Background: an optimization exercise with open tools, aiming at small area, a short achievable clock period and few clock cycles. Do not read the settings as production practice.
Function was checked by simulation only, so behaviour that the tests miss may differ from the original.
Power figures rest on the tool's default switching activity, not on a simulated workload.

File: flow/config.mk
export PLATFORM = sky130hd
export DESIGN_NAME = life_top
export DESIGN_NICKNAME = life_top
export VERILOG_FILES = /design/flow/design.v
export SDC_FILE = /design/flow/constraint.sdc
export NUM_CORES = 4
export LEC_CHECK = 0
export CAP_MARGIN = 20
export CORE_MARGIN = 2
export CORE_UTILIZATION = 45
export GPL_ROUTABILITY_DRIVEN = 1
export PLACE_DENSITY = 0.55
export SLEW_MARGIN = 20
export SYNTH_HIERARCHICAL = 1
export SYNTH_MINIMUM_KEEP_SIZE = 0
File: flow/constraint.sdc
create_clock -name core_clock -period 8.0 [get_ports {clk}]
set_input_delay 1.6000 -clock core_clock [delete_from_list [all_inputs] [get_ports {clk}]]
set_output_delay 1.6000 -clock core_clock [all_outputs]
set_load 0.01 [all_outputs]
File: flow/design.v
package life_pkg;
    localparam int GRID_COLS = 40;
    localparam int GRID_ROWS = 30;
    typedef logic [GRID_COLS-1:0] row_t;
    typedef logic [4:0] row_idx_t;
    localparam row_idx_t LAST_ROW = row_idx_t'(GRID_ROWS - 1);  
endpackage
package ctrl_pkg;
    typedef enum logic [1:0] {
        PRESET_CLEAR,
        PRESET_GLIDER,
        PRESET_EXPLODER,
        PRESET_TUMBLER
    } preset_e;
    typedef enum logic [1:0] {
        SEQ_IDLE,
        SEQ_LOAD,    
        SEQ_EVAL,    
        SEQ_COMMIT   
    } seq_state_e;
    function automatic life_pkg::row_t pattern_row(logic [1:0] p, logic [4:0] r);
        life_pkg::row_t d;
        d = '0;
        case (p)
            2'd1: begin  
                case (r)
                    5'd0: d = {2'b01, {38{1'b0}}};
                    5'd1: d = {2'b00, 2'b11, {36{1'b0}}};
                    5'd2: d = {3'b011, {37{1'b0}}};
                    default: d = '0;
                endcase
            end
            2'd2: begin  
                case (r)
                    5'd13, 5'd17:        d = {{17{1'b0}}, 5'b10101, {18{1'b0}}};
                    5'd14, 5'd15, 5'd16: d = {{17{1'b0}}, 5'b10001, {18{1'b0}}};
                    default: d = '0;
                endcase
            end
            2'd3: begin  
                case (r)
                    5'd13, 5'd14: d = {{17{1'b0}}, 5'b11011, {18{1'b0}}};
                    5'd15:        d = {{17{1'b0}}, 5'b01010, {18{1'b0}}};
                    5'd16, 5'd17: d = {{16{1'b0}}, 7'b1010101, {17{1'b0}}};
                    5'd18:        d = {{16{1'b0}}, 7'b1100011, {17{1'b0}}};
                    default: d = '0;
                endcase
            end
            default: d = '0;
        endcase
        pattern_row = d;
    endfunction
endpackage
module life_sequencer (
    input  logic clk,
    input  logic reset_n,
    input  logic preset_load,
    input  logic step,
    input  logic host_wr,
    output logic busy,
    output logic load_go,    
    output logic step_go,    
    output logic step_2nd,   
    output logic step_acc,   
    output logic host_go,    
    output logic clr,        
    output logic tgl         
);
    assign load_go  = !busy && preset_load;
    assign step_acc = !busy && !preset_load && step;
    assign step_go  = step_2nd || step_acc;
    assign host_go  = !busy && !preset_load && !step && host_wr;
    always_ff @(posedge clk or negedge reset_n) begin
        if (!reset_n) begin
            busy     <= 1'b0;
            step_2nd <= 1'b0;
            tgl      <= 1'b0;
        end else begin
            busy     <= !busy && (preset_load || step);
            step_2nd <= step_acc;
            tgl      <= !tgl;
        end
    end
    always_ff @(posedge clk or negedge reset_n) begin
        if (!reset_n)
            clr <= 1'b1;
        else
            clr <= 1'b0;
    end
endmodule
module life_grid (
    input  logic           clk,
    input  logic           clr,
    input  logic           tgl,
    input  logic           load_go,
    input  logic           step_go,
    input  logic           step_2nd,
    input  logic           step_acc,
    input  logic           host_go,
    input  logic [4:0]     host_row,
    input  ctrl_pkg::preset_e preset_sel,
    input  life_pkg::row_t host_data,
    input  logic [4:0]     rd_row,
    output life_pkg::row_t rd_data
);
    life_pkg::row_t [29:0] g;      
    life_pkg::row_t [29:0] val;    
    life_pkg::row_t [14:0] nxt;    
    life_pkg::row_t top, bot;
    for (genvar p = 0; p < 30; p++) begin : g_val
        assign val[p] = (p < 15) ? g[p] : ~g[p];
    end
    assign top = !tgl ? '0 : step_2nd ? rd_data : val[29];
    assign bot =  tgl ? '0 : step_2nd ? rd_data : val[15];
    row_evaluator u_eval (
        .top, .rows(val[14:0]), .bot, .nxt
    );
    for (genvar p = 0; p < 30; p++) begin : g_pos
        localparam logic [4:0] ROW_T0 = 5'((p + 15) % 30);  
        localparam logic [4:0] ROW_T1 = 5'(p);              
        logic [4:0]     row_after;
        logic           wr;
        life_pkg::row_t wr_data;
        assign row_after = tgl ? ROW_T1 : ROW_T0;
        assign wr = clr || load_go || (host_go && host_row == row_after);
        assign wr_data = clr     ? '0
                       : load_go ? ctrl_pkg::pattern_row(preset_sel, row_after)
                       :           host_data;
        life_pkg::row_t d;
        if (p < 15) begin : g_lo
            logic wr_n;
            assign wr_n = !wr;
            for (genvar c = 0; c < life_pkg::GRID_COLS; c++) begin : g_c
                grid_in_lo u_in (
                    .wr, .wr_n, .wr_data_n(!wr_data[c]), .src_n(g[p + 15][c]), .d(d[c])
                );
            end
        end else begin : g_hi
            logic sel_s, sel_h;
            assign sel_s = !wr && step_go;
            assign sel_h = !wr && !step_go;
            for (genvar c = 0; c < life_pkg::GRID_COLS; c++) begin : g_c
                grid_in_hi u_in (
                    .wr, .wr_data(wr_data[c]), .sel_s, .nxt(nxt[p - 15][c]),
                    .sel_h, .src(g[p - 15][c]), .d(d[c])
                );
            end
        end
        always_ff @(posedge clk)
            g[p] <= d;
    end
    logic [29:0] rd_sel, rd_sel_n;
    life_pkg::row_t rd_next;
    for (genvar p = 0; p < 30; p++) begin : g_rsel
        assign rd_sel[p] = !clr && (step_acc ? (p == (tgl ? 0 : 14))
                                             : (rd_row == (tgl ? 5'((p + 15) % 30) : 5'(p))));
        assign rd_sel_n[p] = !rd_sel[p];
    end
    for (genvar c = 0; c < life_pkg::GRID_COLS; c++) begin : g_rbit
        logic [29:0] col;
        for (genvar p = 0; p < 30; p++) begin : g_p
            assign col[p] = g[p][c];
        end
        grid_read_bit u_rd (.sel(rd_sel), .sel_n(rd_sel_n), .col, .y(rd_next[c]));
    end
    always_ff @(posedge clk)
        rd_data <= rd_next;
endmodule
module grid_in_lo (input logic wr, wr_n, wr_data_n, src_n, output logic d);
    assign d = !((wr_n || wr_data_n) && (wr || src_n));
endmodule
module grid_in_hi (input logic wr, wr_data, sel_s, nxt, sel_h, src, output logic d);
    assign d = !((wr && wr_data) || (sel_s && nxt) || (sel_h && src));
endmodule
module grid_read_bit (
    input  logic [29:0] sel,
    input  logic [29:0] sel_n,
    input  logic [29:0] col,
    output logic        y
);
    logic [14:0] lo, hi;
    for (genvar i = 0; i < 15; i++) begin : g_i
        assign lo[i] = sel[i] && col[i];
        assign hi[i] = !(sel_n[i + 15] || col[i + 15]);
    end
    assign y = (|lo) || (|hi);
endmodule
module row_evaluator (
    input  life_pkg::row_t        top,
    input  life_pkg::row_t [14:0] rows,
    input  life_pkg::row_t        bot,
    output life_pkg::row_t [14:0] nxt
);
    localparam int W = life_pkg::GRID_COLS;
    for (genvar j = 0; j < 15; j++) begin : g_row
        life_pkg::row_t up, mid, dn, h0, h1;
        logic [W+1:0]   v0, v1;    
        assign up  = (j == 0)  ? top : rows[(j == 0) ? 0 : j - 1];
        assign mid = rows[j];
        assign dn  = (j == 14) ? bot : rows[(j == 14) ? 14 : j + 1];
        assign v0[0] = 1'b0;
        assign v1[0] = 1'b0;
        assign v0[W+1] = 1'b0;
        assign v1[W+1] = 1'b0;
        for (genvar c = 0; c < W; c++) begin : g_col
            life_half_add u_h (.a(up[c]), .b(dn[c]), .s(h0[c]), .co(h1[c]));
            life_col_sum  u_v (.h0(h0[c]), .h1(h1[c]), .mid(mid[c]), .v0(v0[c+1]), .v1(v1[c+1]));
        end
        for (genvar c = 0; c < W; c++) begin : g_cell
            logic p, k0, u0, u1;
            life_full_add u_lo (.a(v0[c]), .b(v0[c+2]), .c(h0[c]), .s(p),  .co(k0));
            life_full_add u_hi (.a(v1[c]), .b(v1[c+2]), .c(h1[c]), .s(u0), .co(u1));
            life_rule     u_r  (.p, .k0, .u0, .u1, .mid(mid[c]), .alive(nxt[j][c]));
        end
    end
endmodule
module life_half_add (input logic a, b, output logic s, co);
    assign s  = a ^ b;
    assign co = a & b;
endmodule
module life_full_add (input logic a, b, c, output logic s, co);
    assign s  = a ^ b ^ c;
    assign co = (a & b) | (c & (a ^ b));
endmodule
module life_col_sum (input logic h0, h1, mid, output logic v0, v1);
    life_xor    u_v0 (.a(h0), .b(mid), .y(v0));
    life_and_or u_v1 (.a(h0), .b(mid), .c(h1), .y(v1));
endmodule
module life_xor (input logic a, b, output logic y);
    assign y = a ^ b;
endmodule
module life_and_or (input logic a, b, c, output logic y);
    assign y = (a & b) | c;
endmodule
module life_rule (input logic p, k0, u0, u1, mid, output logic alive);
    assign alive = !u1 && (k0 ^ u0) && (p || mid);
endmodule
module life_top (
    input  logic               clk,
    input  logic               reset_n,
    input  logic               preset_load,
    input  ctrl_pkg::preset_e  preset_sel,
    input  logic               step,
    input  logic               host_wr,
    input  life_pkg::row_idx_t host_row,
    input  life_pkg::row_t     host_data,
    output logic               busy,
    input  life_pkg::row_idx_t rd_row,
    output life_pkg::row_t     rd_data
);
    logic load_go, step_go, step_2nd, step_acc, host_go, clr, tgl;
    life_sequencer u_seq (
        .clk, .reset_n,
        .preset_load, .step, .host_wr,
        .busy,
        .load_go, .step_go, .step_2nd, .step_acc, .host_go,
        .clr, .tgl
    );
    life_grid u_grid (
        .clk, .clr, .tgl,
        .load_go, .step_go, .step_2nd, .step_acc, .host_go,
        .host_row, .preset_sel, .host_data,
        .rd_row, .rd_data
    );
endmodule
File: flow/run.sh
#!/bin/bash
# synth_recipe.tcl (not shown) runs the flow's synth.tcl, then flattens the netlist and writes it again
# the make line also repeats each setting of config.mk as NAME=value (left out here)
make -C /OpenROAD-flow-scripts/flow DESIGN_CONFIG=/design/flow/config.mk WORK_HOME=/design/flow/orfs CLKGATE_MAP_FILE= SYNTH_SCRIPT=/design/flow/synth_recipe.tcl finish
==> notes.md, run 1 <==
----------------------------------------------------
[Run status]
  Result of the run ... complete, no violations

[Global routing]
  Overall fraction of global-route tracks in use ... 0.428
  Global-route wire length before repair ... 648,000 um
  Number of global-route vias before repair ... 86,780
  Antenna violations before repair ... 24
  Maximum number of pins on one net before global-route repair ... 55
  Global-route congestion overflow total ... 0

[Placement]
  Number of cells after detailed placement ... 11,307
  RePlAce Congestion ... ~0.99
  # port buffers ... between 90 and 100
  Detailed Place HPWL ... 330,000 um

[STA]
  Min Hold Slack ... between 0.4 and 0.5 ns
  Hold violation count in the final report ... 0
  Layout Skew ... about 0.028 ns
  Final clock period utilization by the worst path ... 0.631
  Setup repair after global routing missed its margin ... false
  Worst slew margin relative to its limit ... 0.135
  Peak clock frequency supported by timing ... 0.198 GHz
  Transition time of the tightest slew-check pin ... 1.30 ns
  Final-report max-slew violation count ... 0
  Number of setup violations in the final report ... 0
  Final-layout setup total negative slack ... 0 ns
  Shortest clock period the worst path allows after layout ... ~5.1 ns

[Clock tree]
  Clock sinks ... roughly 1,200
  Post-CTS Resized ... 0
  Buffer depth of the longest clock path ... 3
  Total clock buffers created by CTS ... between 150 and 200
  Number of buffers added for setup after CTS ... 0
  Clk slew on worst S/H paths ... roughly 0.070 ns
  Number of levels the H-tree was split into ... 4
  CTS tree ... done
  Root Buffer Master ... sky130_fd_sc_hd__clkbuf_16
  Worst skew pair latency ... between 0.8 and 0.9 ns
  Hold buffers post-CTS ... 0

[Floorplanning]
  Die Footprint ... around 210,000 sq um
  Initial Utilization ... 0.453
  Rows ... 167
  Ports ... between 90 and 100
  Horizontal extent of the die ... 461 um
  Total core area ... around 210,000 sq um
  Die boundary height ... approximately 460 um

[Job]
  Maximum capacitance violations ... 0

[Detailed routing]
  Antenna viol nets, final ... 0
  Vias ... 88,603
  Average vias per placed instance ... 7.64
  WL final ... 464,000 um
  Count of unresolved DRC violations after routing ... 0
  Starting DRT DRC Count ... about 16,000
  Number of iterations in the first detailed-routing pass ... 13
  Detailed-route wire length per cell ... ~40 um

[Setup path]
  CP Launch Type ... input port
  Type of element capturing the critical path ... flip-flop
  CP Class ... input port to flip-flop
  Required time reported for the critical path endpoint ... about 8.7 ns
  WP data arrival ... about 5.7 ns
  Highest fanout seen on the critical path ... 31

[Final layout]
  Area Overhead vs Synth ... 12.6%
  Sequential standard cell area ... 24,900 sq um
  Number of cells in the finished layout apart from fillers ... about 12,000
  Fraction of final layout cells with drive strength greater than 1 ... 0.0641
  Area occupied by multi-input gates ... slightly below 70,000 sq um
  Post-layout net count ... about 11,000
  Fill count ... between 15,000 and 20,000

[Yosys]
  Cell count after synthesis ... between 8,000 and 9,000
  Synth warn ... 8
  Synthesized area per cell ... 11.3 sq um
  Netlist area before placement ... approximately 94,000 sq um

[Hold path]
  Class of the tightest hold or removal check ... flip-flop to flip-flop

[Power and ir drop]
  Ratio of total power to cell area ... about 270 nW/um^2
  Worst IR drop on VDD ... roughly 0.26 mV
  Cell leakage power ... just under 50 nW

----------------------------------------------------
-- layout make-up --
type                            instances  share of cell area
Timing Repair Buffer                  256              0.0221
Clock buffer                          218              0.0418
Multi-Input combinational cell       6940               0.657
Sequential cell                      1244               0.236
Clock inverter                         53             0.00727
Inverter                               88             0.00312
Tap cell                             2788              0.0330
Antenna cell                           12            0.000284
-- metrics by stage --
| stage | setup WS [ns] | area, sq um | total power [mW] | util |
|---|---|---|---|---|
| CTS | 3.18 | 106000 | 27.7 | 0.509 |
| global placement | 2.14 | 100000 | 19.7 | 0.484 |
| finish | 2.95 | 106000 | 28.2 | 0.511 |
| detailed placement | 2.32 | 100000 | 20.4 | 0.484 |
| global route | 2.87 | 106000 | 29.6 | 0.510 |
| floorplan | 2.80 | 94200 | 16.3 | - |
-- routing by layer --
metal | routed length (um) | share of wire | up-vias | GRT usage
met1 | 174000 | 0.38 | 44709 | 0.550
met4 | 41700 | 0.090 | 16 | 0.330
met2 | 193000 | 0.42 | 7080 | 0.615
met5 | 109 | 0.00023 | - | 0
li1 | - | - | 35053 | -
met3 | 55000 | 0.12 | 1745 | 0.109
-- registers in the layout, indices dropped and copies added (netlist names) --
name,cells
u_seq.busy,1
u_grid.rd_data,40
u_grid.g,1200
u_seq.clr,1
u_seq.step_2nd,1
u_seq.tgl,1
-- power breakdown --
| part | internal (mW) | total, mW | switching [mW] | leakage (nW) |
|---|---|---|---|---|
| Combinational | 4.84 | 12.5 | 7.63 | 36.5 |
| Clock | 4.39 | 7.44 | 3.05 | 2.54 |
| Sequential | 7.01 | 8.34 | 1.32 | 10.3 |
| Total | 16.2 | 28.2 | 12.0 | 49.3 |
-- critical path: stages --
cell and delay, ns:
sky130_fd_sc_hd__clkdlybuf4s50_1 0.48, sky130_fd_sc_hd__nor4b_2 0.28, sky130_fd_sc_hd__buf_4 0.27, sky130_fd_sc_hd__nor3b_1 0.89
sky130_fd_sc_hd__nand2_1 0.43, sky130_fd_sc_hd__o21ai_4 0.68, sky130_fd_sc_hd__buf_4 0.85, sky130_fd_sc_hd__o22ai_1 0.17
-- path summary, 6_finish.rpt --
| path | slack [ns] | end | from | cells after the start |
|---|---|---|---|---|
| hold reg to reg | 0.44 | u_grid.g[173] | u_grid.g[773] | 1 |
| setup reg to reg | 3.41 | u_grid.g[625] | u_seq.tgl | 10 |
| setup / recovery | 2.95 | u_grid.g[125] | preset_load | 8 |
| min in group asynchronous | 0.96 | u_seq.busy | reset_n | 1 |
| hold / removal | 0.44 | u_grid.g[173] | u_grid.g[773] | 1 |
| max in group asynchronous | 6.79 | u_seq.clr | reset_n | 1 |
-- layout by cell type, fill, tap and decap left out, types with 22 or more instances in the layout --
| master | count |
|---|---|
| sky130_fd_sc_hd__o21ai_0 | 81 |
| sky130_fd_sc_hd__nor4_1 | 44 |
| sky130_fd_sc_hd__conb_1 | 61 |
| sky130_fd_sc_hd__a222oi_1 | 600 |
| sky130_fd_sc_hd__a22oi_1 | 81 |
| sky130_fd_sc_hd__buf_4 | 145 |
| sky130_fd_sc_hd__clkdlybuf4s50_1 | 97 |
| sky130_fd_sc_hd__ha_1 | 600 |
| sky130_fd_sc_hd__nor3_1 | 82 |
| sky130_fd_sc_hd__o211ai_1 | 120 |
| sky130_fd_sc_hd__clkbuf_8 | 29 |
| sky130_fd_sc_hd__xor2_1 | 602 |
| sky130_fd_sc_hd__a21o_1 | 614 |
| sky130_fd_sc_hd__nand2b_1 | 22 |
| sky130_fd_sc_hd__a22o_1 | 40 |
| sky130_fd_sc_hd__o221ai_1 | 40 |
| sky130_fd_sc_hd__o22ai_1 | 1323 |
| sky130_fd_sc_hd__nor2_4 | 29 |
| sky130_fd_sc_hd__dfxtp_1 | 1240 |
| sky130_fd_sc_hd__a22oi_2 | 40 |
| sky130_fd_sc_hd__clkbuf_1 | 33 |
| sky130_fd_sc_hd__inv_1 | 88 |
| sky130_fd_sc_hd__nor2b_1 | 87 |
| sky130_fd_sc_hd__a211oi_1 | 679 |
| sky130_fd_sc_hd__clkbuf_16 | 156 |
| sky130_fd_sc_hd__nor2_1 | 135 |
| sky130_fd_sc_hd__nand2_1 | 215 |
| sky130_fd_sc_hd__fa_1 | 1200 |
| sky130_fd_sc_hd__a2bb2oi_1 | 40 |
| sky130_fd_sc_hd__nand4_1 | 44 |
Testbench counts, summed over its fixed seeds: cycles 1,408.
==> inputs of run 2 (changes only) <==
--- a/flow/design.v
+++ b/flow/design.v
@@ -68,6 +68,9 @@
 );
-    assign load_go  = !busy && preset_load;
-    assign step_acc = !busy && !preset_load && step;
+    logic load_2nd;      
+    logic busy_i;        
+    assign busy_i   = load_2nd || step_2nd;
+    assign load_go  = !busy_i && preset_load;
+    assign step_acc = !busy_i && !preset_load && step;
     assign step_go  = step_2nd || step_acc;
-    assign host_go  = !busy && !preset_load && !step && host_wr;
+    assign host_go  = !busy_i && !preset_load && !step && host_wr;
     always_ff @(posedge clk or negedge reset_n) begin
@@ -75,2 +78,3 @@
             busy     <= 1'b0;
+            load_2nd <= 1'b0;
             step_2nd <= 1'b0;
@@ -78,3 +82,4 @@
         end else begin
-            busy     <= !busy && (preset_load || step);
+            busy     <= !busy_i && (preset_load || step);
+            load_2nd <= load_go;
             step_2nd <= step_acc;
@@ -92,2 +97,3 @@
     input  logic           clk,
+    input  logic           reset_n,
     input  logic           clr,
@@ -96,3 +102,2 @@
     input  logic           step_go,
-    input  logic           step_2nd,
     input  logic           step_acc,
@@ -112,4 +117,20 @@
     end
-    assign top = !tgl ? '0 : step_2nd ? rd_data : val[29];
-    assign bot =  tgl ? '0 : step_2nd ? rd_data : val[15];
+    logic top_rd, top_g, bot_rd, bot_g;
+    always_ff @(posedge clk or negedge reset_n) begin
+        if (!reset_n) begin
+            top_rd <= 1'b0;
+            top_g  <= 1'b0;
+            bot_rd <= 1'b0;
+            bot_g  <= 1'b1;
+        end else begin
+            top_rd <= !tgl && step_acc;
+            top_g  <= !tgl && !step_acc;
+            bot_rd <= tgl && step_acc;
+            bot_g  <= tgl && !step_acc;
+        end
+    end
+    for (genvar c = 0; c < life_pkg::GRID_COLS; c++) begin : g_edge
+        assign top[c] = (top_rd && rd_data[c]) || (top_g && val[29][c]);
+        assign bot[c] = (bot_rd && rd_data[c]) || (bot_g && val[15][c]);
+    end
     row_evaluator u_eval (
@@ -139,3 +160,3 @@
             logic sel_s, sel_h;
-            assign sel_s = !wr && step_go;
+            assign sel_s = !clr && step_go;    
             assign sel_h = !wr && !step_go;
@@ -259,4 +280,4 @@
     life_grid u_grid (
-        .clk, .clr, .tgl,
-        .load_go, .step_go, .step_2nd, .step_acc, .host_go,
+        .clk, .reset_n, .clr, .tgl,
+        .load_go, .step_go, .step_acc, .host_go,
         .host_row, .preset_sel, .host_data,
--- a/flow/config.mk
+++ b/flow/config.mk
@@ -9,5 +9,9 @@
 export CORE_MARGIN = 2
-export CORE_UTILIZATION = 45
+export CORE_UTILIZATION = 40
+export CTS_BUF_LIST = sky130_fd_sc_hd__clkbuf_8
+export CTS_CLUSTER_DIAMETER = 50
+export CTS_CLUSTER_SIZE = 20
 export GPL_ROUTABILITY_DRIVEN = 1
-export PLACE_DENSITY = 0.55
+export PLACE_DENSITY = 0.46
+export SETUP_SLACK_MARGIN = 5
 export SLEW_MARGIN = 20
==> run 2 against run 1 <==
Register-to-register slack better by 1.5 ns; first-iteration DRC count is 6.9% lower; total power rose by 7.0%; non-clock buffer count is 271 higher; clock-buffer cell count is 14 higher; still clean; critical path type is now flip-flop to primary output; setup slack improved by 1.6 ns; synthesized cell count fell by 1.1%; hold slack worse by 0.042 ns; maximum frequency is 47% higher; critical endpoint is now busy; synthesized area shrank 0.52%.
==> notes.md, run 2 <==
----------------------------------------------------
[Clock tree]
  CTS tree ... done (unchanged)
  Number of levels the H-tree was split into ... 4 (unchanged)
  Total clock buffers created by CTS ... 209 (was 151)
  Clock sinks ... 1,249 (was 1,244)
  Root Buffer Master ... sky130_fd_sc_hd__clkbuf_8 (was sky130_fd_sc_hd__clkbuf_16)
  Buffer depth of the longest clock path ... 3 (unchanged)
  Worst skew pair latency ... 1.08 ns (was 0.84 ns)
  Clk slew on worst S/H paths ... 0.08 ns (was 0.07 ns)

[Global routing]
  Global-route congestion overflow total ... 0 (unchanged)
  Global Route met1 Usage ... 0.545 (was 0.550)
  Most used routing layer ... met2 (unchanged)
  Global-route wire length before repair ... 704,000 um (was 648,000 um)
  GRT met3 Usage ... 0.130 (was 0.109)
  Met2 usage in global routing ... 0.623 (was 0.615)
  Number of global-route vias before repair ... 87,554 (was 86,780)
  Antenna violations before repair ... 27 (was 24)
  Overall fraction of global-route tracks in use ... 0.423 (was 0.428)
  Maximum number of pins on one net before global-route repair ... 96 (was 55)

[Placement]
  Placed instance area ... 101,000 sq um (was 100,000 sq um)
  # port buffers ... 97 (unchanged)
  Pre-CTS WS ... 2.07 ns (was 2.32 ns)
  Detailed Place HPWL ... 361,000 um (was 330,000 um)
  RePlAce Congestion ... 0.930 (was 0.988)
  Number of cells after detailed placement ... 11,498 (was 11,307)

[Detailed routing]
  Detailed-route wire length per cell ... 44.0 um (was 40.0 um)
  Count of unresolved DRC violations after routing ... 0 (unchanged)
  Average vias per placed instance ... 7.44 (was 7.64)
  Vias ... 90,715 (was 88,603)
  WL final ... 536,000 um (was 464,000 um)
  Starting DRT DRC Count ... 14,943 (was 16,047)
  Antenna viol nets, final ... 0 (unchanged)
  Number of iterations in the first detailed-routing pass ... 8 (was 13)

[Setup path]
  Slack of the worst reg-to-reg path ... 4.91 ns (was 3.41 ns)
  Critical path's top delay family ... flip-flops (was buffers and inverters)
  Required time reported for the critical path endpoint ... 6.40 ns (was 8.67 ns)
  CP Class ... flip-flop to primary output (was input port to flip-flop)
  Master of the slowest instance on the critical path ... sky130_fd_sc_hd__dfrtp_4 (was sky130_fd_sc_hd__nor3b_1)
  List of cells traversed by the critical path ... buf_6 (was clkdlybuf4s50_1 -> nor4b_2 -> buf_4 -> nor3b_1 -> nand2_1 -> o21ai_4 -> buf_4 -> o22ai_1)
  End of the worst register-to-register path ... u_grid.g[1175] (was u_grid.g[625])
  Critical register-to-register path startpoint ... u_grid.bot_g (was u_seq.tgl)
  CP Launch Type ... flip-flop (was input port)
  Highest fanout seen on the critical path ... 1 (was 31)
  Type of element capturing the critical path ... primary output (was flip-flop)
  Reg2reg path depth ... 10 (unchanged)
  WP data arrival ... 1.83 ns (was 5.72 ns)
  CP Buf/Inv Count ... 1 (was 3)
  Stage delay of the slowest cell on the critical path ... 0.60 ns (was 0.89 ns)

[Hold path]
  Class of the tightest hold or removal check ... flip-flop to flip-flop (unchanged)
  Startpoint of the most critical hold path ... u_grid.g[840] (was u_grid.g[773])
  End point of the worst hold path ... u_grid.g[240] (was u_grid.g[173])
  Worst Hold Depth ... 1 (unchanged)

[Run status]
  Result of the run ... complete, no violations (unchanged)

[Yosys]
  Synth warn ... 8 (unchanged)
  Cell count after synthesis ... 8,187 (was 8,278)
  Synthesized area per cell ... 11.4 sq um (was 11.3 sq um)
  Netlist area before placement ... 93,400 sq um (was 93,900 sq um)

[Power and ir drop]
  Cell leakage power ... 51.3 nW (was 49.3 nW)
  Ratio of total power to cell area ... 269 nW/um^2 (was 267 nW/um^2)
  Worst IR drop on VDD ... 0.160 mV (was 0.256 mV)
  Overall power of the completed layout ... 30.2 mW (was 28.2 mW)

[Floorplanning]
  Horizontal extent of the die ... 487 um (was 461 um)
  Rows ... 177 (was 167)
  Total core area ... 233,000 sq um (was 207,000 sq um)
  Die boundary height ... 487 um (was 461 um)
  Die Footprint ... 237,000 sq um (was 212,000 sq um)
  Ports ... 98 (unchanged)
  Initial Utilization ... 0.402 (was 0.453)

[STA]
  Min Hold Slack ... 0.395 ns (was 0.437 ns)
  Final-report max-slew violation count ... 0 (unchanged)
  Transition time of the tightest slew-check pin ... 1.08 ns (was 1.30 ns)
  Final-layout setup total negative slack ... 0 ns (unchanged)
  Worst slew margin relative to its limit ... 0.275 (was 0.135)
  Setup repair after global routing missed its margin ... true (was false)
  Peak clock frequency supported by timing ... 0.291 GHz (was 0.198 GHz)
  Final clock period utilization by the worst path ... 0.429 (was 0.631)
  Hold violation count in the final report ... 0 (unchanged)
  Shortest clock period the worst path allows after layout ... 3.43 ns (was 5.05 ns)
  Post-route worst setup slack ... 4.57 ns (was 2.95 ns)
  Layout Skew ... 0.0757 ns (was 0.0280 ns)
  Number of setup violations in the final report ... 0 (unchanged)

[Final layout]
  Post-layout net count ... 10,803 (was 10,538)
  Commonest non-fill, non-tap cells in the layout ... 1,289 x sky130_fd_sc_hd__o22ai_1, 1,200 x sky130_fd_sc_hd__dfxtp_1, 1,197 x sky130_fd_sc_hd__fa_1 (was 1,323 x sky130_fd_sc_hd__o22ai_1, 1,240 x sky130_fd_sc_hd__dfxtp_1, 1,200 x sky130_fd_sc_hd__fa_1)
  Number of cells in the finished layout apart from fillers ... 12,194 (was 11,599)
  Cell area after layout ... 113,000 sq um (was 106,000 sq um)
  Fraction of final layout cells with drive strength greater than 1 ... 0.160 (was 0.0641)
  Flip-flop count of the largest register, all copies and words added ... 1,200 (unchanged)
  Largest registers ... u_grid.g: 1200 flops, u_grid.rd_data: 40 flops (unchanged)
  Area occupied by multi-input gates ... 71,900 sq um (was 69,500 sq um)
  Area Overhead vs Synth ... 20.4% (was 12.6%)
  Largest Register ... u_grid.g (unchanged)
  Sequential standard cell area ... 25,200 sq um (was 24,900 sq um)
  Fill count ... 21,304 (was 18,419)
  Commonest non-fill, non-tap cell in the layout ... sky130_fd_sc_hd__o22ai_1 (unchanged)
  Core occupancy in the finished layout ... 0.484 (was 0.511)

[Job]
  Maximum capacitance violations ... 0 (unchanged)

----------------------------------------------------
==> run 2: cell types whose count changed in the layout (fill, tap and decap cells not counted), moves of 56 or more <==
cell | before | now
sky130_fd_sc_hd__buf_6 | 1 | 101
sky130_fd_sc_hd__xor2_1 | 602 | 531
sky130_fd_sc_hd__inv_1 | 88 | 32
sky130_fd_sc_hd__clkbuf_16 | 156 | 17
sky130_fd_sc_hd__clkbuf_8 | 29 | 234
sky130_fd_sc_hd__buf_4 | 145 | 260
sky130_fd_sc_hd__nor2b_1 | 87 | 5
==> run 2: where the power goes <==
part / switching, mW / internal (mW)
registers: 1.70 / 7.18
clock network: 3.48 / 3.79
logic: 8.52 / 5.56
total: 13.7 / 16.5
==> run 2: routing by layer <==
metal,part of all wire,vias to the layer above
met5,0.00013,-
met4,0.077,10
met3,0.13,1558
met2,0.42,6724
met1,0.38,46830
li1,-,35593
==> run 2: final cells by class <==
cell class | instances | share of cell area
timing repair inverter | 2 | 0.000245
clock inverter | 159 | 0.0171
timing repair buffer | 527 | 0.0537
tap | 3043 | 0.0338
sequential | 1249 | 0.224
clock buffer | 232 | 0.0284
antenna | 25 | 0.000556
multi-input combinational | 6907 | 0.639
inverter | 50 | 0.00310
==> run 2: how the worst max path moves through the flow <==
stage,slack [ns],to,cells past startpoint,from
6_report,4.57,busy,1,u_seq.busy
5_1_grt,4.55,busy,1,u_seq.busy
4_1_cts,4.52,busy,1,u_seq.busy
3_5_place_dp,2.07,u_grid.g[757],8,step
3_3_place_gp,2.12,u_grid.g[272],8,step
2_1_floorplan,-0.98,u_grid.g[1000],4,preset_load
==> run 2: timing repair <==
| item | in CTS | in global routing |
|---|---|---|
| pin swaps | 69 | 164 |
| setup endpoints to repair | 1281 | 612 |
| hold buffers | 0 | 0 |
| gates resized for setup | 728 | 421 |
| gates cloned | 22 | 26 |
| setup buffers | 156 | 76 |
Testbench counts of run 2, summed over its fixed seeds: cycles 1,408.
==> inputs of run 3 (changes only) <==
==> flow/flow/run.sh (new file) <==
#!/bin/bash
# The standard layout (standard.sh), with two changes to how it is made:
# the ports are buffered with buf_4 cells (the default picks a clock delay
# buffer), and timing repair may change a cell's footprint. make's full
# output goes to standard.log; ORFS keeps each step's log under orfs/logs.
set -euo pipefail
bash standard.sh \
  "BUFFER_PORTS_ARGS=-buffer_cell sky130_fd_sc_hd__buf_4" \
  "MATCH_CELL_FOOTPRINT=0" \
  finish > standard.log 2>&1
==> flow/standard.sh (new file) <==
#!/bin/bash
# synth_recipe.tcl (not shown) runs the flow's synth.tcl, then flattens the netlist and writes it again
# the make line also repeats each setting of config.mk as NAME=value (left out here)
make -C /OpenROAD-flow-scripts/flow DESIGN_CONFIG=/design/flow/config.mk WORK_HOME=/design/flow/orfs CLKGATE_MAP_FILE= SYNTH_SCRIPT=/design/flow/synth_recipe.tcl "${@:-finish}"
--- a/flow/config.mk
+++ b/flow/config.mk
@@ -10,5 +10,2 @@
 export CORE_UTILIZATION = 40
-export CTS_BUF_LIST = sky130_fd_sc_hd__clkbuf_8
-export CTS_CLUSTER_DIAMETER = 50
-export CTS_CLUSTER_SIZE = 20
 export GPL_ROUTABILITY_DRIVEN = 1
removed: flow/run.sh
==> run 3 against run 2 <==
Core utilization is 0.28 points higher; total power is 1.4% higher; clock-buffer cell count increased by 3; combinational power about the same; wire length is 1.6% lower; sequential share of layout area fell by 0.14 points; cell count fell by 0.75%; largest cell class unchanged.
==> notes.md, run 3 <==
----------------------------------------------------
[Run status]
  Result of the run ... complete, no violations (unchanged)

[Detailed routing]
  Vias ... 89,986 (was 90,715)
  WL final ... 528,000 um (was 536,000 um)
  Number of iterations in the first detailed-routing pass ... 10 (was 8)
  Antenna viol nets, final ... 0 (unchanged)
  Average vias per placed instance ... 7.44 (about the same)
  Starting DRT DRC Count ... 15,222 (was 14,943)
  Count of unresolved DRC violations after routing ... 0 (unchanged)
  Detailed-route wire length per cell ... 43.6 um (was 44.0 um)
  Wire length on met1 ... 201,000 um (was 202,000 um)
  Highest Signal Layer ... met5 (unchanged)
  Routed length on met3 ... 67,900 um (was 67,000 um)
  Detailed-routed wire length on met2 ... 224,000 um (was 225,000 um)

[Placement]
  # port buffers ... 97 (unchanged)
  RePlAce Congestion ... 0.941 (was 0.930)
  Number of cells after detailed placement ... 11,492 (was 11,498)
  Detailed Place HPWL ... 358,000 um (was 361,000 um)

[Setup path]
  Master of the slowest instance on the critical path ... sky130_fd_sc_hd__dfrtp_4 (unchanged)
  Stage delay of the slowest cell on the critical path ... 0.61 ns (was 0.60 ns)
  End of the worst register-to-register path ... u_grid.rd_data[0] (was u_grid.g[1175])
  Critical register-to-register path startpoint ... u_seq.tgl (was u_grid.bot_g)
  Slack of the worst reg-to-reg path ... 4.88 ns (was 4.91 ns)
  Reg2reg path depth ... 8 (was 10)
  CP Launch Type ... flip-flop (unchanged)
  WP data arrival ... 1.64 ns (was 1.83 ns)
  CP Class ... flip-flop to primary output (unchanged)
  List of cells traversed by the critical path ... buf_6 (unchanged)
  Critical path's top delay family ... flip-flops (unchanged)
  Stages on worst setup path ... 1 (unchanged)
  CP Buf/Inv Count ... 1 (unchanged)
  Type of element capturing the critical path ... primary output (unchanged)
  Highest fanout seen on the critical path ... 1 (unchanged)
  Required time reported for the critical path endpoint ... 6.40 ns (about the same)

[Floorplanning]
  Horizontal extent of the die ... 487 um (unchanged)
  Die boundary height ... 487 um (unchanged)
  Die Footprint ... 237,000 sq um (unchanged)
  Total core area ... 233,000 sq um (unchanged)
  Initial Utilization ... 0.402 (unchanged)
  Rows ... 177 (unchanged)
  Ports ... 98 (unchanged)

[Clock tree]
  Buffer depth of the longest clock path ... 3 (unchanged)
  Root Buffer Master ... sky130_fd_sc_hd__clkbuf_16 (was sky130_fd_sc_hd__clkbuf_8)
  CTS tree ... done (unchanged)
  Clock sinks ... 1,249 (unchanged)
  Clk slew on worst S/H paths ... 0.06 ns (was 0.08 ns)
  Hold buffers post-CTS ... 0 (unchanged)
  Total clock buffers created by CTS ... 162 (was 209)
  Number of levels the H-tree was split into ... 4 (unchanged)
  Worst skew pair latency ... 0.86 ns (was 1.08 ns)

[STA]
  Final-report max-slew violation count ... 0 (unchanged)
  Shortest clock period the worst path allows after layout ... 3.24 ns (was 3.43 ns)
  Final clock period utilization by the worst path ... 0.406 (was 0.429)
  Setup repair after global routing missed its margin ... true (unchanged)
  Number of setup violations in the final report ... 0 (unchanged)
  Worst slew margin relative to its limit ... 0.320 (was 0.275)
  Peak clock frequency supported by timing ... 0.308 GHz (was 0.291 GHz)
  Transition time of the tightest slew-check pin ... 1.02 ns (was 1.08 ns)
  Layout Skew ... 0.0329 ns (was 0.0757 ns)
  Hold violation count in the final report ... 0 (unchanged)

[Final layout]
  Largest Register ... u_grid.g (unchanged)
  Flip-flop count of the largest register, all copies and words added ... 1,200 (unchanged)
  Commonest non-fill, non-tap cell in the layout ... sky130_fd_sc_hd__o22ai_1 (unchanged)
  Number of cells in the finished layout apart from fillers ... 12,103 (was 12,194)
  Core occupancy in the finished layout ... 0.487 (was 0.484)
  Largest registers ... u_grid.g: 1200 flops, u_grid.rd_data: 40 flops (unchanged)
  Fill count ... 21,046 (was 21,304)
  Area Overhead vs Synth ... 21.1% (was 20.4%)
  Post-layout net count ... 10,782 (was 10,803)
  Commonest non-fill, non-tap cells in the layout ... 1,289 x sky130_fd_sc_hd__o22ai_1, 1,200 x sky130_fd_sc_hd__dfxtp_1, 1,199 x sky130_fd_sc_hd__fa_1 (was 1,289 x sky130_fd_sc_hd__o22ai_1, 1,200 x sky130_fd_sc_hd__dfxtp_1, 1,197 x sky130_fd_sc_hd__fa_1)
  Fraction of final layout cells with drive strength greater than 1 ... 0.158 (was 0.160)

[Yosys]
  Synth warn ... 8 (unchanged)
  Synthesized area per cell ... 11.4 sq um (unchanged)
  Cell count after synthesis ... 8,187 (unchanged)
  Netlist area before placement ... 93,400 sq um (unchanged)

[Job]
  Maximum capacitance violations ... 0 (unchanged)

[Power and ir drop]
  Psw ... 13.4 mW (was 13.7 mW)
  Worst IR drop on VDD ... 0.192 mV (was 0.160 mV)
  Cell leakage power ... 51.8 nW (was 51.3 nW)
  Ratio of total power to cell area ... 271 nW/um^2 (was 269 nW/um^2)
  Internal Power ... 17.2 mW (was 16.5 mW)
  Sw Ratio ... 0.438 (was 0.453)
  Clk network pwr share ... 0.249 (was 0.240)
  Share of total power in sequential cells ... 0.291 (was 0.294)
  Comb power frac ... 0.461 (was 0.466)

[Global routing]
  Antenna violations before repair ... 17 (was 27)
  Global-route wire length before repair ... 711,000 um (was 704,000 um)
  Number of global-route vias before repair ... 88,021 (was 87,554)
  Global-route congestion overflow total ... 0 (unchanged)
  Overall fraction of global-route tracks in use ... 0.429 (was 0.423)
  Maximum number of pins on one net before global-route repair ... 155 (was 96)

[Hold path]
  End point of the worst hold path ... u_grid.g[264] (was u_grid.g[240])
  Worst Hold Depth ... 1 (unchanged)
  Startpoint of the most critical hold path ... u_grid.g[864] (was u_grid.g[840])
  Class of the tightest hold or removal check ... flip-flop to flip-flop (unchanged)

----------------------------------------------------
==> run 3: stage by stage <==
stage	hold WS, ns	power, mW	cell area [sq um]	setup TNS (ns)	setup slack, ns
floorplan	0.416	17.2	93700	-589.77	-0.983
global placement	0.425	21.2	100000	0	2.32
detailed placement	0.430	21.8	100000	0	2.50
CTS	0.429	29.7	111000	0	4.74
global route	0.452	32.1	113000	0	4.73
finish	0.428	30.6	113000	0	4.76
==> run 3: area by class of cell <==
| cell class | instances | area, sq um | area share |
|---|---|---|---|
| clock buffers | 235 | 4700 | 0.0415 |
| flip-flops and latches | 1249 | 25200 | 0.223 |
| clock inverters | 52 | 577 | 0.00510 |
| repair buffers | 554 | 6560 | 0.0580 |
| diodes | 12 | 30.0 | 0.000265 |
| inverters | 50 | 360 | 0.00318 |
| repair inverters | 1 | 11.3 | 0.0000995 |
| well taps | 3043 | 3810 | 0.0336 |
| multi-input cells | 6907 | 71900 | 0.635 |
==> run 3: per-layer routing <==
layer  vias up  track usage
met1     46356        0.548
met4         6        0.252
li1      35516            -
met2      6705        0.626
met3      1403        0.147
met5         -            0
==> run 3: power groups by stage <==
stage               sequential (mW)  clock, mW  combinational, mW
global route                   8.97       7.87               15.3
global placement               8.91          0               12.3
finish                         8.91       7.62               14.1
floorplan                      8.11          0               9.13
CTS                            8.79       7.62               13.3
detailed placement             8.87          0               12.9
==> run 3: worst max-delay path by stage <==
stage | from | end
after CTS | u_seq.busy | busy
after global placement | preset_load | u_grid.g[451]
after floorplan | preset_load | u_grid.g[1000]
after detailed placement | preset_load | u_grid.g[215]
after global routing | preset_load | u_grid.rd_data[37]
final | u_seq.busy | busy
==> run 3: repair_timing <==
action	in CTS	in global routing
cloned	46	5
resized for setup	642	322
pin swaps	164	128
setup endpoints to repair	1281	908
buffers inserted	204	57
==> inputs of run 4 (changes only) <==
==> flow/flow/run.sh (replaced) <==
#!/bin/bash
# The standard layout (standard.sh), with these changes to how it is made:
# the ports are buffered with buf_4 cells (the default picks a clock delay
# buffer); timing repair may change a cell's footprint; the command pins and
# busy are placed side by side (flow/io.tcl); clock tree synthesis clusters
# up to 30 registers per leaf buffer and adds no dummy loads. make's full
# output goes to standard.log; ORFS keeps each step's log under orfs/logs.
set -euo pipefail
bash standard.sh \
  "BUFFER_PORTS_ARGS=-buffer_cell sky130_fd_sc_hd__buf_4" \
  "MATCH_CELL_FOOTPRINT=0" \
  "IO_CONSTRAINTS=$PWD/flow/io.tcl" \
  "PRE_IO_PLACEMENT_TCL=$PWD/flow/io.tcl" \
  "CTS_ARGS=-sink_clustering_enable -repair_clock_nets -dont_use_dummy_load -sink_clustering_size 30 -sink_clustering_max_diameter 100" \
  finish > standard.log 2>&1
==> flow/flow/io.tcl (new file) <==
# Keep the command inputs and the busy output together on one edge, so the
# busy register (whose input comes from these inputs) sits next to its pin.
set_io_pin_constraint -group -order -pin_names {preset_load step host_wr busy}
==> run 4 against run 3 <==
The flow now stops in I/O pin placement; synthesized area did not move; synthesized cell count did not move.
==> notes.md, run 4 <==
----------------------------------------------------
[Run status]
  Result of the run ... did not finish (was complete, no violations)
  Last stage ... I/O pin placement
  First error in the log ... [ERROR PPL-0104] Pins  busy host_wr preset_load step are assigned to multiple groups.

[Yosys]
  Netlist area before placement ... 93,400 sq um (unchanged)
  Synthesized area per cell ... 11.4 sq um (unchanged)
  Synth warn ... 8 (unchanged)
  Cell count after synthesis ... 8,187 (unchanged)

[Floorplanning]
  Horizontal extent of the die ... 487 um (unchanged)
  Rows ... 177 (unchanged)
  Initial Utilization ... 0.402 (unchanged)
  Die boundary height ... 487 um (unchanged)

----------------------------------------------------
==> inputs of run 5 (changes only) <==
--- a/flow/flow/run.sh
+++ b/flow/flow/run.sh
@@ -12,3 +12,2 @@
   "IO_CONSTRAINTS=$PWD/flow/io.tcl" \
-  "PRE_IO_PLACEMENT_TCL=$PWD/flow/io.tcl" \
   "CTS_ARGS=-sink_clustering_enable -repair_clock_nets -dont_use_dummy_load -sink_clustering_size 30 -sink_clustering_max_diameter 100" \
==> run 5 against run 4 <==
Now clean on timing, DRC and antenna; synthesized area stayed put; synthesized cell count is the same.
==> notes.md, run 5 <==
----------------------------------------------------
[Clock tree]
  Clock sinks ... ~1,200
  CTS tree ... done
  Number of levels the H-tree was split into ... 3
  Root Buffer Master ... sky130_fd_sc_hd__clkbuf_16
  Total clock buffers created by CTS ... between 70 and 80
  Buffer depth of the longest clock path ... 3
  Clk slew on worst S/H paths ... around 0.12 ns
  Worst skew pair latency ... slightly below 0.8 ns

[Hold path]
  End point of the worst hold path ... u_grid.g[279]
  Class of the tightest hold or removal check ... flip-flop to flip-flop
  Startpoint of the most critical hold path ... u_grid.g[879]
  Worst Hold Depth ... 1

[Placement]
  RePlAce Congestion ... 0.949
  Pre-CTS WS ... 2.62 ns
  Detailed Place HPWL ... 362,000 um
  # port buffers ... 97
  Placed instance area ... about 100,000 sq um

[Run status]
  Result of the run ... complete, no violations (was did not finish)

[Setup path]
  Required time reported for the critical path endpoint ... 8.70 ns
  Reg2reg path depth ... 10
  Stages on worst setup path ... 11
  Critical path's top delay family ... simple AND/OR/NAND/NOR gates
  CP Buf/Inv Count ... 3
  Type of element capturing the critical path ... flip-flop
  Most common cell on crit path ... sky130_fd_sc_hd__buf_12
  Slack of the worst reg-to-reg path ... ~5.0 ns
  Highest fanout seen on the critical path ... 22
  CP Launch Type ... input port
  CP Class ... input port to flip-flop
  Critical register-to-register path startpoint ... u_grid.top_rd
  End of the worst register-to-register path ... u_grid.g[638]
  List of cells traversed by the critical path ... buf_12 -> nand2b_4 -> nor3_4 -> buf_12 -> nor3_4 -> nand2b_4 -> or3_2 -> buf_12 -> o211ai_1 -> nor4_1 -> nand4_1
  Stage delay of the slowest cell on the critical path ... around 0.55 ns
  WP data arrival ... around 3.9 ns
  Master of the slowest instance on the critical path ... sky130_fd_sc_hd__or3_2

[Floorplanning]
  Horizontal extent of the die ... 487 um (unchanged)
  Total core area ... approximately 230,000 sq um
  Die boundary height ... 487 um (unchanged)
  Die Footprint ... approximately 240,000 sq um
  Initial Utilization ... 0.402 (unchanged)
  Rows ... 177 (unchanged)
  Ports ... approximately 100

[STA]
  Transition time of the tightest slew-check pin ... approximately 1.1 ns
  Peak clock frequency supported by timing ... approximately 0.32 GHz
  Layout Skew ... 0.0890 ns
  Setup repair after global routing missed its margin ... true
  Number of setup violations in the final report ... 0
  Worst slew margin relative to its limit ... 0.267
  Shortest clock period the worst path allows after layout ... approximately 3.2 ns
  Final clock period utilization by the worst path ... 0.397
  Final-report max-slew violation count ... 0
  Hold violation count in the final report ... 0
  Post-route worst setup slack ... roughly 4.8 ns

[Power and ir drop]
  Overall power of the completed layout ... approximately 27 mW
  Cell leakage power ... roughly 50 nW
  Worst IR drop on VDD ... ~0.21 mV
  Ratio of total power to cell area ... about 250 nW/um^2

[Yosys]
  Cell count after synthesis ... 8,187 (unchanged)
  Netlist area before placement ... 93,400 sq um (unchanged)
  Synthesized area per cell ... 11.4 sq um (unchanged)
  Synth warn ... 8 (unchanged)

[Global routing]
  Global-route wire length before repair ... a little under 700,000 um
  Global-route congestion overflow total ... 0
  Maximum number of pins on one net before global-route repair ... about 140
  Number of global-route vias before repair ... around 86,000
  Antenna violations before repair ... 26
  Overall fraction of global-route tracks in use ... 0.418

[Detailed routing]
  WL final ... between 500,000 and 600,000 um
  Detailed-route wire length per cell ... around 44 um
  Count of unresolved DRC violations after routing ... 0
  Antenna viol nets, final ... 0
  Average vias per placed instance ... approximately 7.5
  Vias ... approximately 88,000
  Number of iterations in the first detailed-routing pass ... 13
  Starting DRT DRC Count ... about 15,000

[Job]
  Maximum capacitance violations ... 0

[Final layout]
  Flip-flop count of the largest register, all copies and words added ... between 1,000 and 1,500
  Fraction of final layout cells with drive strength greater than 1 ... 0.123
  Commonest non-fill, non-tap cells in the layout ... 1,274 x sky130_fd_sc_hd__o22ai_1, 1,205 x sky130_fd_sc_hd__dfxtp_1, 1,200 x sky130_fd_sc_hd__fa_1
  Largest Register ... u_grid.g
  Fill count ... 21,334
  Commonest non-fill, non-tap cell in the layout ... sky130_fd_sc_hd__o22ai_1
  Area Overhead vs Synth ... 16.3%
  Largest registers ... u_grid.g: 1200 flops, u_grid.rd_data: 40 flops
  Post-layout net count ... roughly 11,000
  Cell area after layout ... ~110,000 sq um
  Core occupancy in the finished layout ... 0.467

----------------------------------------------------
==> run 5: repair_timing <==
action / in CTS / in global routing
pin swaps: 117 / 106
buffers inserted: 153 / 29
gates resized for setup: 602 / 276
endpoints found under the setup margin: 1277 / 859
hold buffers: 0 / 0
cloned: 25 / 21
==> run 5: worst max-delay path by stage <==
| stage | startpoint | to | slack [ns] |
|---|---|---|---|
| floorplan | preset_load | u_grid.g[1000] | -0.98 |
| global placement | preset_load | u_grid.g[1115] | 2.64 |
| detailed placement | preset_load | u_grid.g[806] | 2.62 |
| CTS | preset_load | u_grid.rd_data[32] | 4.90 |
| global route | preset_load | u_grid.rd_data[4] | 4.81 |
| finish | preset_load | u_grid.rd_data[34] | 4.83 |
==> run 5: worst register-to-register path: cells and delay by family (launching register included) <==
| family | cells | cell delay [ns] |
|---|---|---|
| buf+inv | 2 | 0.42 |
| fa+ha+maj | 2 | 0.98 |
| flops | 1 | 0.54 |
| compound gates | 5 | 0.81 |
| simple gates | 1 | 0.10 |
==> run 5: where the power goes <==
| part | internal [mW] | switching [mW] | leakage (nW) |
|---|---|---|---|
| clock network | 1.61 | 2.45 | 0.887 |
| registers | 7.17 | 1.66 | 10.4 |
| logic | 5.51 | 8.55 | 37.9 |
| total | 14.3 | 12.7 | 49.2 |
==> run 5: layer usage <==
| metal | up-vias | share of wire | track usage | wire length, um |
|---|---|---|---|---|
| li1 | 34983 | - | - | - |
| met1 | 45556 | 0.38 | 0.540 | 201000 |
| met2 | 6335 | 0.42 | 0.620 | 222000 |
| met3 | 1333 | 0.12 | 0.125 | 62800 |
| met4 | 6 | 0.071 | 0.239 | 37200 |
| met5 | - | 0.000067 | 0 | 35 |
==> run 5: area by class of cell <==
type	instances	area (sq um)	share of cell area
Timing Repair Buffer	463	5740	0.0528
Antenna cell	21	52.6	0.000484
Multi-Input combinational cell	6904	71700	0.660
Timing Repair inverter	3	21.3	0.000196
Sequential cell	1249	25100	0.231
Inverter	50	362	0.00333
Clock buffer	72	1800	0.0166
Tap cell	3043	3810	0.0350
==> run 5: through the flow <==
stage	setup TNS (ns)	instances	hold WS, ns
6_report	0	11805	0.398
5_1_grt	0	11793	0.418
4_1_cts	0	11734	0.398
3_5_place_dp	0	11484	0.429
3_3_place_gp	0	11472	0.424
2_1_floorplan	-589.77	8246	0.416
==> inputs of run 6 (changes only) <==
--- a/flow/flow/run.sh
+++ b/flow/flow/run.sh
@@ -5,3 +5,3 @@
 # busy are placed side by side (flow/io.tcl); clock tree synthesis clusters
-# up to 30 registers per leaf buffer and adds no dummy loads. make's full
+# up to 24 registers per leaf buffer and adds no dummy loads. make's full
 # output goes to standard.log; ORFS keeps each step's log under orfs/logs.
@@ -12,3 +12,3 @@
   "IO_CONSTRAINTS=$PWD/flow/io.tcl" \
-  "CTS_ARGS=-sink_clustering_enable -repair_clock_nets -dont_use_dummy_load -sink_clustering_size 30 -sink_clustering_max_diameter 100" \
+  "CTS_ARGS=-sink_clustering_enable -repair_clock_nets -dont_use_dummy_load -sink_clustering_size 24 -sink_clustering_max_diameter 80" \
   finish > standard.log 2>&1
--- a/flow/config.mk
+++ b/flow/config.mk
@@ -9,5 +9,5 @@
 export CORE_MARGIN = 2
-export CORE_UTILIZATION = 40
+export CORE_UTILIZATION = 45
 export GPL_ROUTABILITY_DRIVEN = 1
-export PLACE_DENSITY = 0.46
+export PLACE_DENSITY = 0.55
 export SETUP_SLACK_MARGIN = 5
==> run 6 against run 5 <==
Still clean; synthesized area did not move; cell area grew 2.1%; clock-buffer cell count up 24; clock skew fell by 0.0090 ns; via count increased by 3.7%; sequential power decreased by 0.6%; core utilization up 7.0 points; cell count fell by 1.7%; combinational power hardly changed; clock power grew 13%; critical path type unchanged.
==> notes.md, run 6 <==
----------------------------------------------------
[Detailed routing]
  Starting DRT DRC Count ... 16,893 (was 14,577)
  WL final ... 506,000 um (was 524,000 um)
  Average vias per placed instance ... 7.88 (was 7.47)
  Vias ... 91,476 (was 88,213)
  Detailed-route wire length per cell ... 43.6 um (was 44.4 um)
  Count of unresolved DRC violations after routing ... 0 (unchanged)
  Antenna viol nets, final ... 0 (unchanged)
  Number of iterations in the first detailed-routing pass ... 12 (was 13)

[Global routing]
  Global-route congestion overflow total ... 0 (unchanged)
  Antenna violations before repair ... 33 (was 26)
  Overall fraction of global-route tracks in use ... 0.456 (was 0.418)
  Global-route wire length before repair ... 679,000 um (was 694,000 um)
  Number of global-route vias before repair ... 87,884 (was 85,844)
  Maximum number of pins on one net before global-route repair ... 134 (was 138)

[STA]
  Final-report max-slew violation count ... 0 (unchanged)
  Peak clock frequency supported by timing ... 0.303 GHz (was 0.315 GHz)
  Final clock period utilization by the worst path ... 0.412 (was 0.397)
  Number of setup violations in the final report ... 0 (unchanged)
  Hold violation count in the final report ... 0 (unchanged)
  Transition time of the tightest slew-check pin ... 0.945 ns (was 1.10 ns)
  Worst slew margin relative to its limit ... 0.368 (was 0.267)
  Setup repair after global routing missed its margin ... true (unchanged)
  Layout Skew ... 0.0800 ns (was 0.0890 ns)
  Post-route worst setup slack ... 4.70 ns (was 4.83 ns)
  Shortest clock period the worst path allows after layout ... 3.30 ns (was 3.17 ns)

[Setup path]
  Most common cell on crit path ... sky130_fd_sc_hd__nor3_4 (was sky130_fd_sc_hd__buf_12)
  CP Buf/Inv Count ... 3 (unchanged)
  Critical register-to-register path startpoint ... u_seq.tgl (was u_grid.top_rd)
  List of cells traversed by the critical path ... buf_12 -> nand2b_4 -> nor3_4 -> buf_6 -> nor3_4 -> buf_4 -> and2_4 -> nand2_8 -> o21ai_0 -> a211oi_1 -> nand4_1 (was buf_12 -> nand2b_4 -> nor3_4 -> buf_12 -> nor3_4 -> nand2b_4 -> or3_2 -> buf_12 -> o211ai_1 -> nor4_1 -> nand4_1)
  WP data arrival ... 4.00 ns (was 3.87 ns)
  Master of the slowest instance on the critical path ... sky130_fd_sc_hd__o21ai_0 (was sky130_fd_sc_hd__or3_2)
  Type of element capturing the critical path ... flip-flop (unchanged)
  Critical path's top delay family ... simple AND/OR/NAND/NOR gates (unchanged)
  Stage delay of the slowest cell on the critical path ... 0.76 ns (was 0.55 ns)
  CP Class ... input port to flip-flop (unchanged)
  Required time reported for the critical path endpoint ... 8.70 ns (about the same)
  Highest fanout seen on the critical path ... 14 (was 22)
  CP Launch Type ... input port (unchanged)
  Start point of the critical path ... preset_load (unchanged)

[Final layout]
  Cell area after layout ... 111,000 sq um (was 109,000 sq um)
  Largest Register ... u_grid.g (unchanged)
  Largest registers ... u_grid.g: 1200 flops, u_grid.rd_data: 40 flops (unchanged)
  Number of cells in the finished layout apart from fillers ... 11,603 (was 11,805)
  Fraction of final layout cells with drive strength greater than 1 ... 0.152 (was 0.123)
  Post-layout net count ... 10,728 (was 10,600)
  Core occupancy in the finished layout ... 0.537 (was 0.467)
  Flip-flop count of the largest register, all copies and words added ... 1,200 (unchanged)
  Area Overhead vs Synth ... 18.7% (was 16.3%)
  Commonest non-fill, non-tap cell in the layout ... sky130_fd_sc_hd__o22ai_1 (unchanged)
  Commonest non-fill, non-tap cells in the layout ... 1,266 x sky130_fd_sc_hd__o22ai_1, 1,223 x sky130_fd_sc_hd__dfxtp_1, 1,200 x sky130_fd_sc_hd__fa_1 (was 1,274 x sky130_fd_sc_hd__o22ai_1, 1,205 x sky130_fd_sc_hd__dfxtp_1, 1,200 x sky130_fd_sc_hd__fa_1)

[Hold path]
  Class of the tightest hold or removal check ... flip-flop to flip-flop (unchanged)
  Startpoint of the most critical hold path ... u_grid.g[735] (was u_grid.g[879])

[Floorplanning]
  Initial Utilization ... 0.452 (was 0.402)
  Total core area ... 207,000 sq um (was 233,000 sq um)
  Die boundary height ... 460 um (was 487 um)
  Ports ... 98 (unchanged)
  Rows ... 167 (was 177)
  Horizontal extent of the die ... 460 um (was 487 um)
  Die Footprint ... 211,000 sq um (was 237,000 sq um)

[Placement]
  Detailed Place HPWL ... 334,000 um (was 362,000 um)
  Number of cells after detailed placement ... 11,136 (was 11,484)
  Placed instance area ... 99,700 sq um (was 100,000 sq um)
  # port buffers ... 97 (unchanged)
  Pre-CTS WS ... 2.67 ns (was 2.62 ns)
  RePlAce Congestion ... 0.987 (was 0.949)

[Yosys]
  Netlist area before placement ... 93,400 sq um (unchanged)
  Synthesized area per cell ... 11.4 sq um (unchanged)
  Synth warn ... 8 (unchanged)
  Cell count after synthesis ... 8,187 (unchanged)

[Clock tree]
  Clk slew on worst S/H paths ... 0.10 ns (was 0.12 ns)
  Root Buffer Master ... sky130_fd_sc_hd__clkbuf_16 (unchanged)
  Worst skew pair latency ... 0.81 ns (was 0.79 ns)
  Clock sinks ... 1,249 (unchanged)
  Number of levels the H-tree was split into ... 3 (unchanged)
  Total clock buffers created by CTS ... 96 (was 72)
  Buffer depth of the longest clock path ... 3 (unchanged)
  CTS tree ... done (unchanged)

[Power and ir drop]
  Worst IR drop on VDD ... 0.194 mV (was 0.214 mV)
  Cell leakage power ... 50.2 nW (was 49.2 nW)
  Ratio of total power to cell area ... 248 nW/um^2 (about the same)

[Job]
  Maximum capacitance violations ... 0 (unchanged)

[Run status]
  Result of the run ... complete, no violations (unchanged)

----------------------------------------------------
-- run 6: worst reg2reg max path, stage by stage (launching register included) --
cell and delay (ns):
sky130_fd_sc_hd__dfrtp_1 0.32, sky130_fd_sc_hd__buf_4 0.60, sky130_fd_sc_hd__nor3b_1 0.27, sky130_fd_sc_hd__nor2_4 0.48
sky130_fd_sc_hd__or3_4 0.25, sky130_fd_sc_hd__buf_4 0.16, sky130_fd_sc_hd__buf_4 0.27, sky130_fd_sc_hd__o22ai_2 0.15
sky130_fd_sc_hd__nor3_1 0.35, sky130_fd_sc_hd__nand4_1 0.14
-- run 6: timing repair --
action,in CTS,in global routing
setup buffers,202,75
hold buffers,0,0
gates cloned,53,11
pin swaps,150,181
gates resized for setup,627,462
endpoints found under the setup margin,1258,797
-- run 6: per-stage QoR --
step	hold WS [ns]	setup TNS [ns]	total power, mW
global route	0.410	0	28.8
finish	0.398	0	27.6
CTS	0.390	0	26.5
floorplan	0.416	-589.77	17.2
global placement	0.425	0	21.0
detailed placement	0.431	0	21.6
-- run 6: area by class of cell --
class	count	area [sq um]
Antenna cell	30	75.1
Clock buffer	96	2400
Tap cell	2704	3380
Multi-Input combinational cell	6912	72900
Sequential cell	1249	25100
Fill cell	17835	95700
Timing Repair Buffer	559	6710
Inverter	50	377
Timing Repair inverter	3	23.8
-- run 6: worst paths after layout --
kind	endpoint	slack [ns]	cells past startpoint
worst max-delay path	u_grid.rd_data[18]	4.70	11
worst min-delay path	u_grid.g[135]	0.40	1
worst max register to register	u_grid.rd_data[22]	4.86	9
worst min register to register	u_grid.g[135]	0.40	1
max in group asynchronous	u_grid.bot_g	7.08	1
min in group asynchronous	u_seq.tgl	0.67	1
-- run 6: power breakdown --
part	switching [mW]	internal, mW	total (mW)	leakage (nW)
clock	2.48	2.11	4.59	1.18
sequential	1.61	7.17	8.78	10.4
combinational	8.59	5.61	14.2	38.7
-- run 6: layer usage --
layer	global-route usage	routed length, um	vias up
met5	0	402	-
met4	0.346	44600	14
met3	0.171	74100	1849
met2	0.641	206000	7976
met1	0.566	180000	46339
li1	-	-	35298

[static timing again, ports no longer ideal]
The flow's constraints put no driver on any port. The routed layouts listed below were extracted and timed again, unchanged, in two steps.
Step 1: set_driving_cell puts a clkbuf_16 on clk and a buf_2 on each other input, an assumption about the parent block.
Step 2 also shifts input and output timing later by t, the mid clock arrival at the registers, as if the neighbouring blocks saw the same clock.
a / b / c = ideal / step 1 / step 2; a / b = the first two.
run	t (ns)	setup slack, ns	worst setup path after step 2	pins driven straight from the clock port
run 1	0.923	2.950 / 3.027 / 2.104	input to register	1
run 2	1.139	4.567 / 4.468 / 3.755	input to register	1
run 3	0.943	4.755 / 4.661 / 3.847	input to register	1
run 5	0.847	4.826 / 4.728 / 3.881	input to register	1
run 6	0.861	4.702 / 4.723 / 3.862	input to register	1
After both steps setup and hold are still met in every run listed. For run 5, which loses most, drivers alone change the setup slack by -0.098 ns; drivers and shift together by -0.945 ns.
